This design comes from an exercise in tuning for a short achievable clock period and few clock cycles per item on the open sky130 flow, not from production work. Function was checked by simulation only, so behaviour that the tests miss may differ from the original. The clock port is modelled as an ideal driver; clocking choices that lean on that would not hold on a real chip. Power is estimated from default activity; no workload was simulated.

Setup of lane 1:
Design page_swap_slot_manager, start of the top module:
module page_swap_slot_manager (
  input  logic                clk,
  input  logic                rst,
  input  logic                req_valid,
  output logic                req_ready,
  input  logic [1:0]          req_opcode,
  input  logic [PAGE_W-1:0]   req_page_number,
  input  logic [FRAME_W-1:0]  req_frame_number,
  input  logic                req_load_valid,
  output logic                rsp_valid,
  input  logic                rsp_ready,
  output logic [OUT_W-1:0]    rsp_victim_page,
  output logic [OUT_W-1:0]    rsp_swap_slot,
  output logic [1:0]          rsp_status
);
clock: 5.0 ns
lec_check: 0
cap_margin: 30
core_margin: 2
core_utilization: 55
place_density: 0.7
setup_slack_margin: 3.3
slew_margin: 20
synth_hierarchical: 1
standard.sh (not shown) runs the stock make flow with config.mk's settings and CLKGATE_MAP_FILE= SYNTH_SCRIPT=/design/flow/synth_recipe.tcl, a recipe that flattens the netlist after the stock synthesis.
==> flow/flow/run.sh <==
#!/bin/bash
# the standard layout, with one addition before clock tree synthesis: each
# flip-flop that drives an output port's buffer is moved next to that buffer
# (flow/place_out.tcl), so the register-to-port wire is short
set -euo pipefail
export PRE_CTS_TCL="$(pwd)/flow/place_out.tcl"
bash standard.sh > standard_flow.log 2>&1
==> flow/flow/place_out.tcl <==
# move the flip-flops that drive output buffers next to those buffers, then
# legalize; runs in cts.tcl after the placed design is loaded
set block [ord::get_db_block]
set moved 0
foreach bterm [$block getBTerms] {
  if {[$bterm getIoType] ne "OUTPUT"} { continue }
  set net [$bterm getNet]
  if {$net eq "NULL"} { continue }
  set buf ""
  foreach it [$net getITerms] {
    if {[$it isOutputSignal]} { set buf [$it getInst] }
  }
  if {$buf eq ""} { continue }
  set innet ""
  foreach it [$buf getITerms] {
    if {[$it isInputSignal] && [$it getNet] ne "NULL"} { set innet [$it getNet] }
  }
  if {$innet eq ""} { continue }
  set ff ""
  foreach it [$innet getITerms] {
    if {[$it isOutputSignal]} { set ff [$it getInst] }
  }
  if {$ff eq "" || ![[$ff getMaster] isSequential]} { continue }
  set loc [$buf getLocation]
  $ff setLocation [lindex $loc 0] [lindex $loc 1]
  $ff setPlacementStatus PLACED
  incr moved
  puts "place_out: [$ff getName] next to [$buf getName] ([$bterm getName])"
}
puts "place_out: moved $moved flip-flops"
detailed_placement
Testbench counts of lane 1, summed over its fixed seeds: cycles 12,032, items 12,000.
What lane 2 does differently from lane 1 at the input level:
- CTS_CLUSTER_DIAMETER now 60, previously not set
- CTS_CLUSTER_SIZE now 24, previously not set
- PLACE_DENSITY now 0.6, was 0.7
- CORE_UTILIZATION now 40, was 55
- Diff lane 1 -> lane 2: number of filler instances in the final layout has increased; maximum frequency has remained practically unchanged; logic gate share of total power has increased.
- Looking at cell with the largest stage delay on the worst path, the dfxtp_1 result is from lane 1; the dfxtp_2 one comes from lane 2.
Inputs modified between lane 2 and lane 3:
- clearing CTS_CLUSTER_SIZE, which used to be 24
- clearing CTS_CLUSTER_DIAMETER, which used to be 60
==> flow/run.sh (new file) <==
#!/bin/bash
# synth_recipe.tcl (not shown) runs the flow's synth.tcl, then flattens the netlist and writes it again
# the make line also repeats each setting of config.mk as NAME=value (left out here)
make -C /OpenROAD-flow-scripts/flow DESIGN_CONFIG=/design/flow/config.mk WORK_HOME=/design/flow/orfs CLKGATE_MAP_FILE= SYNTH_SCRIPT=/design/flow/synth_recipe.tcl finish
removed: flow/flow/run.sh
removed: flow/flow/place_out.tcl
removed: flow/standard.sh
Results
- Of lane 2 and lane 3, the lower area used by sequential logic in the layout belongs to lane 3.
- Of lane 2 and lane 3, the run reporting the lower power was lane 2.
- On routed wire length, lane 2 tracks lane 3 almost exactly.
Modified inputs, lane 4 compared to lane 3
==> flow/flow/run.sh (new file) <==
#!/bin/bash
# the standard layout, with one addition before clock tree synthesis: each
# flip-flop that drives an output port's buffer is moved next to that buffer
# (flow/place_out.tcl), so the register-to-port wire is short
set -euo pipefail
export PRE_CTS_TCL="$(pwd)/flow/place_out.tcl"
bash standard.sh > standard_flow.log 2>&1
==> flow/flow/place_out.tcl (new file) <==
# move the flip-flops that drive output buffers next to those buffers, then
# legalize; runs in cts.tcl after the placed design is loaded
set block [ord::get_db_block]
set moved 0
foreach bterm [$block getBTerms] {
  if {[$bterm getIoType] ne "OUTPUT"} { continue }
  set net [$bterm getNet]
  if {$net eq "NULL"} { continue }
  set buf ""
  foreach it [$net getITerms] {
    if {[$it isOutputSignal]} { set buf [$it getInst] }
  }
  if {$buf eq ""} { continue }
  set innet ""
  foreach it [$buf getITerms] {
    if {[$it isInputSignal] && [$it getNet] ne "NULL"} { set innet [$it getNet] }
  }
  if {$innet eq ""} { continue }
  set ff ""
  foreach it [$innet getITerms] {
    if {[$it isOutputSignal]} { set ff [$it getInst] }
  }
  if {$ff eq "" || ![[$ff getMaster] isSequential]} { continue }
  set loc [$buf getLocation]
  $ff setLocation [lindex $loc 0] [lindex $loc 1]
  $ff setPlacementStatus PLACED
  incr moved
  puts "place_out: [$ff getName] next to [$buf getName] ([$bterm getName])"
}
puts "place_out: moved $moved flip-flops"
detailed_placement
==> flow/standard.sh (new file) <==
#!/bin/bash
# synth_recipe.tcl (not shown) runs the flow's synth.tcl, then flattens the netlist and writes it again
# the make line also repeats each setting of config.mk as NAME=value (left out here)
make -C /OpenROAD-flow-scripts/flow DESIGN_CONFIG=/design/flow/config.mk WORK_HOME=/design/flow/orfs CLKGATE_MAP_FILE= SYNTH_SCRIPT=/design/flow/synth_recipe.tcl "${@:-finish}"
removed: flow/run.sh
Looking at the reports, lane 4 completed the entire flow and the layout it produced met the timing, design-rule and antenna checks. Compared with lane 3, in lane 4 arrival time reported for the critical path endpoint lower, fraction of final layout cells sized beyond drive strength 1 lower, final critical delay including setup and external delays lower, non-clock buffer count lower, detailed route wirelength on metal2 lower. Power in the clock group shrinks by a few percent when moving from lane 3 to lane 4. Looking at area growth from synthesis to final layout, lane 4 sits 1.4 points lower than lane 3 does. First-pass GRT wire length, lane 4 vs lane 3: down slightly. Per the comparison of lane 4 with lane 3, area occupied by registers held steady, total number of vias held steady, power shrank by 0.00036 W.

[afterwards: timing with drivers on the ports]
In the flow no input, the clock included, has a driving cell. The finished layouts below were timed again as built, in two steps. Step 1 (the two cells are an assumption about what drives the block):
set clk [get_ports {clk}]
set_driving_cell -lib_cell sky130_fd_sc_hd__clkbuf_16 $clk
set_driving_cell -lib_cell sky130_fd_sc_hd__buf_2 [delete_from_list [all_inputs] $clk]
Step 2 also shifts input and output timing later by t, the mid clock arrival at the registers, as if the neighbouring blocks saw the same clock. Slacks: ideal ports / drivers / drivers and shift; pairs: ideal ports / drivers.
run	t, ns	setup WS [ns]	hold slack, ns
lane 1	0.756	2.874 / 2.801 / 2.641	0.323 / 0.323 / 0.323
lane 2	0.738	2.869 / 2.803 / 2.579	0.329 / 0.329 / 0.329
lane 3	0.765	2.798 / 2.729 / 2.636	0.254 / 0.254 / 0.254
lane 4	0.762	2.861 / 2.792 / 2.594	0.267 / 0.267 / 0.267
After both steps every run listed still meets setup and hold. The setup slack of lane 2, which loses most, moves by -0.066 ns with the drivers and by -0.290 ns with both steps.
